This design comes from an exercise in tuning for small area and a short achievable clock period on the open sky130 flow, not from production work.
Where RTL was checked, it was by simulation tests only, not by an equivalence proof against the original.
Power figures rest on the tool's default switching activity, not on a simulated workload.

== the reference run ==
==> module rv_branch, before the edit <==
module rv_branch (
    input  logic [29:0]        d_pc,
    input  rv_exec_pkg::word_t sum,
    input  logic               d_take,
    output logic [29:0]        pc4,
    output logic [29:0]        next_pc      
);
    assign pc4     = d_pc + 30'd1;
    assign next_pc = d_take ? sum[31:2] : pc4;
endmodule
clock: 5.0 ns
lec_check: 0
abc_area: 1
cap_margin: 20
core_margin: 2
core_utilization: 40
setup_slack_margin: 2.5
slew_margin: 20
standard.sh (not shown) runs the stock make flow with config.mk's settings and CLKGATE_MAP_FILE= SYNTH_SCRIPT=/design/flow/synth_recipe.tcl, a recipe that flattens the netlist after the stock synthesis.
==> flow/flow/run.sh <==
#!/bin/bash
# The standard layout, with plain buffers on the ports instead of the
# delay cells buffer_ports picks by default.
set -euo pipefail
export BUFFER_PORTS_ARGS="-buffer_cell sky130_fd_sc_hd__buf_1"
bash standard.sh > flow_make.log 2>&1
Input changes introduced in the trial run (baseline for comparison: the reference run):
--- a/flow/design.v
+++ b/flow/design.v
@@ -192,13 +192,25 @@
     input  logic [29:0]        d_pc,
     input  rv_exec_pkg::word_t sum,
     input  logic               d_take,
     output logic [29:0]        pc4,
     output logic [29:0]        next_pc      
 );
-    assign pc4     = d_pc + 30'd1;
+    logic [29:0] below;
+    logic [5:0]  blk_ones;
+    logic [6:0]  blk_in;
+    always_comb begin
+        for (int k = 0; k < 6; k++) blk_ones[k] = &d_pc[5 * k +: 5];
+        blk_in[0] = 1'b1;
+        for (int k = 0; k < 6; k++) blk_in[k + 1] = blk_in[k] & blk_ones[k];
+        for (int k = 0; k < 6; k++) begin
+            below[5 * k] = blk_in[k];
+            for (int j = 1; j < 5; j++) below[5 * k + j] = below[5 * k + j - 1] & d_pc[5 * k + j - 1];
+        end
+    end
+    assign pc4     = d_pc ^ below;
     assign next_pc = d_take ? sum[31:2] : pc4;
 endmodule
 `default_nettype wire
 `default_nettype none
 module rv_retire (
     input  logic                    clk,
Results
Relative to the reference run, count of inverters other than clock inverters in the layout has decreased by 13 in the trial run. Relative to the reference run, the non-clock buffer count measured on the trial run has increased by a little under 10%. The trial run against the reference run; final layout net count is down slightly. From the reference run to the trial run the numbers moved as follows: global-route usage went down, overall power of the completed layout went down, post-cts sizing count went up, slack of the critical path went up. Against the reference run, the trial run reports a area fraction in compound gates after synthesis that is higher. Summary: with the reference run as the reference, aggregate routed wire length in the trial run moved down by a few percent. Measured against each other, the trial run and the reference run differ in filler cell count in the final layout, the lower figure coming from the trial run. On clock latency reported for the late side of the worst-skew pair, the trial run and the reference run are neck and neck.

========
rv_exec_top, a different RTL version from the one above (not shown whole).
Size in the first run: ~2200 cells after synthesis, ~180 flip-flops, roughly 200 I/O pins, roughly 14000 sq um of cells after synthesis.
export LEC_CHECK = 0
export ABC_AREA = 1
export CAP_MARGIN = 20
export CORE_MARGIN = 2
export CORE_UTILIZATION = 40
export SETUP_SLACK_MARGIN = 2.2
export SLEW_MARGIN = 20
create_clock -name core_clock -period 5.0 [get_ports {clk}]
Scripts as last shown in full above: flow/flow/run.sh
==> next run, changes <==
--- a/flow/design.v
+++ b/flow/design.v
@@ -1,11 +1,11 @@
 `default_nettype none
 package rv_exec_pkg;
     typedef logic [31:0] word_t;
     typedef logic [4:0]  reg_idx_t;
     typedef logic [2:0]  funct3_t;
-    localparam int lo_w = 8;
+    localparam int lo_w = 12;
 endpackage
 `default_nettype wire
 `default_nettype none
 module rv_add #(
     parameter int W = 32
Area after synthesis falls by 2.1%.
Die area falls by 2.1%.
Flip-flop and latch count fell by 4.
Design area went up by 1.6%.
Sequential share of layout area falls by 0.88 points.
Via count hardly moves.
Worst hold slack got worse by 0.0062 ns.
Worst setup slack gets worse by 0.058 ns.
Cell count fell by 1.6%.

--- another note on this design; it stands on its own ---

## run 1
// rv_exec_top
module rv_exec_top (
    input  logic                  clk,
    input  logic                  resetb,
    input  logic                  in_valid,
    input  rv_exec_pkg::word_t    in_insn,
    input  rv_exec_pkg::word_t    in_pc,
    input  rv_exec_pkg::word_t    in_rs1_data,
    input  rv_exec_pkg::word_t    in_rs2_data,
    output logic                  out_valid,
    output rv_exec_pkg::reg_idx_t out_rd,
    output logic                  out_rd_we,
    output rv_exec_pkg::word_t    out_result,
    output rv_exec_pkg::word_t    out_next_pc,
    output logic                  out_illegal
);
For scale: about 2200 cells after synthesis, roughly 180 flip-flops, about 200 I/O pins, roughly 14000 um2 of cells after synthesis.
clock: 5.0 ns
lec_check: 0
abc_area: 1
cap_margin: 20
core_margin: 2
core_utilization: 40
setup_slack_margin: 2.8
slew_margin: 20
standard.sh (not shown) runs the stock make flow with config.mk's settings and CLKGATE_MAP_FILE= SYNTH_SCRIPT=/design/flow/synth_recipe.tcl, a recipe that flattens the netlist after the stock synthesis.
==> flow/flow/run.sh <==
#!/bin/bash
# The standard layout, with plain buffers on the ports instead of the
# delay cells buffer_ports picks by default.
set -euo pipefail
export BUFFER_PORTS_ARGS="-buffer_cell sky130_fd_sc_hd__buf_1"
bash standard.sh > flow_make.log 2>&1
### run 1 -> run 2
Settings: changing SETUP_SLACK_MARGIN from 2.8 to 2.3.
Findings:
Higher met1 global-route usage among run 2 and run 1: run 2. Relative to run 1, run 2 improves overall via count from detail_route. Fmax on run 2 is behind run 1. Looking at uppermost metal layer occupied by signal nets, the met4 result is from run 1; the met5 one comes from run 2. For the clock group share of total power, run 2 came in 3.8 points higher than run 1 did.
What run 3 does differently from run 2 at the input level:
Settings: changing SETUP_SLACK_MARGIN from 2.3 to 3.0.
[summary]
- Looking at highest metal layer used by the detailed router, the met5 result is from run 2; the met4 one comes from run 3.
- Run 3 vs run 2, area occupied by registers went up by 3.1%.
- From run 2 to run 3 the numbers moved as follows: sequential share of power decreased 3.8 points, logic gate share of total power went up, period utilization now sits lower, global-route usage increased 0.19 points, detailed router's first-iteration violation count decreased by 60 relative to the old numbers.
- Summary of run 3 over run 2: final area picked up an extra 29%; clock power moved down; worst IR drop on VDD fell 3.9%.
- | endpoint required time on the critical path | run 3 vs run 2 | ≈ equal |
- For run 3 and run 2, there was not a single run that failed to finish clean.

* * *

rv_exec_top, a different RTL version from the one above (not shown whole).
For scale: ~1700 cells after synthesis, about 200 I/O pins.
Settings: LEC_CHECK=0, CAP_MARGIN=20, CORE_MARGIN=2, CORE_UTILIZATION=40, SETUP_SLACK_MARGIN=2.5, SLEW_MARGIN=20; clock period 5.0 ns.
Scripts as last shown in full above: flow/flow/run.sh
Next try:
Settings changed: SETUP_SLACK_MARGIN 2.5 to 2.0.
Non-clock buffer count climbs by 13.
Setup slack improves by 0.049 ns.
Combinational power goes up by about 1%.
Routed wire length climbs by 2.7%.
Count of clock-buffer cells in the layout is higher by 2.
Function was not checked in any run of this note: the RTL went through the layout flow alone.

## separate check: timing with driven ports
The results above use ideal ports. As a check the final layouts listed here were re-extracted and re-timed, cells and wires unchanged.
Step 1: set_driving_cell puts a clkbuf_16 on clk and a buf_2 on each other input, an assumption about the parent block.
Step 2 moves the port delays by t, midway between the first and last clock arrival at a register: inputs arrive t later, outputs are due t later. That takes back most of the time a late clock gives input paths.
Three values: ideal ports, drivers, drivers and shift; two values: the first two.
run	shift t [ns]	slack for setup (ns)	worst setup path at the end	latest minus earliest clock arrival (ns)	worst slew at a driven data input, ns
the reference run	0.502	2.524 / 2.540 / 2.040	input to register	0.023 / 0.023	0.05
the trial run	0.501	2.530 / 2.527 / 2.026	input to register	0.011 / 0.010	0.10
the first run of note 2	0.488	1.990 / 2.001 / 1.513	input to register	0.019 / 0.020	0.06
the second run of note 2	0.498	1.932 / 1.962 / 1.463	input to register	0.015 / 0.015	0.07
run 1	0.508	2.628 / 2.628 / 2.134	input to register	0.011 / 0.011	0.07
run 2	0.508	2.402 / 2.408 / 1.911	input to register	0.019 / 0.018	0.06
run 3	0.508	2.585 / 2.577 / 2.070	input to register	0.012 / 0.011	0.09
the first run of note 4	0.492	1.329 / 1.343 / 0.851	input to register	0.015 / 0.016	0.07
the second run of note 4	0.495	1.379 / 1.387 / 0.891	input to register	0.015 / 0.015	0.06
After both steps every run listed still meets setup and hold. For run 3, which loses most, drivers alone change the setup slack by -0.008 ns; drivers and shift together by -0.515 ns.
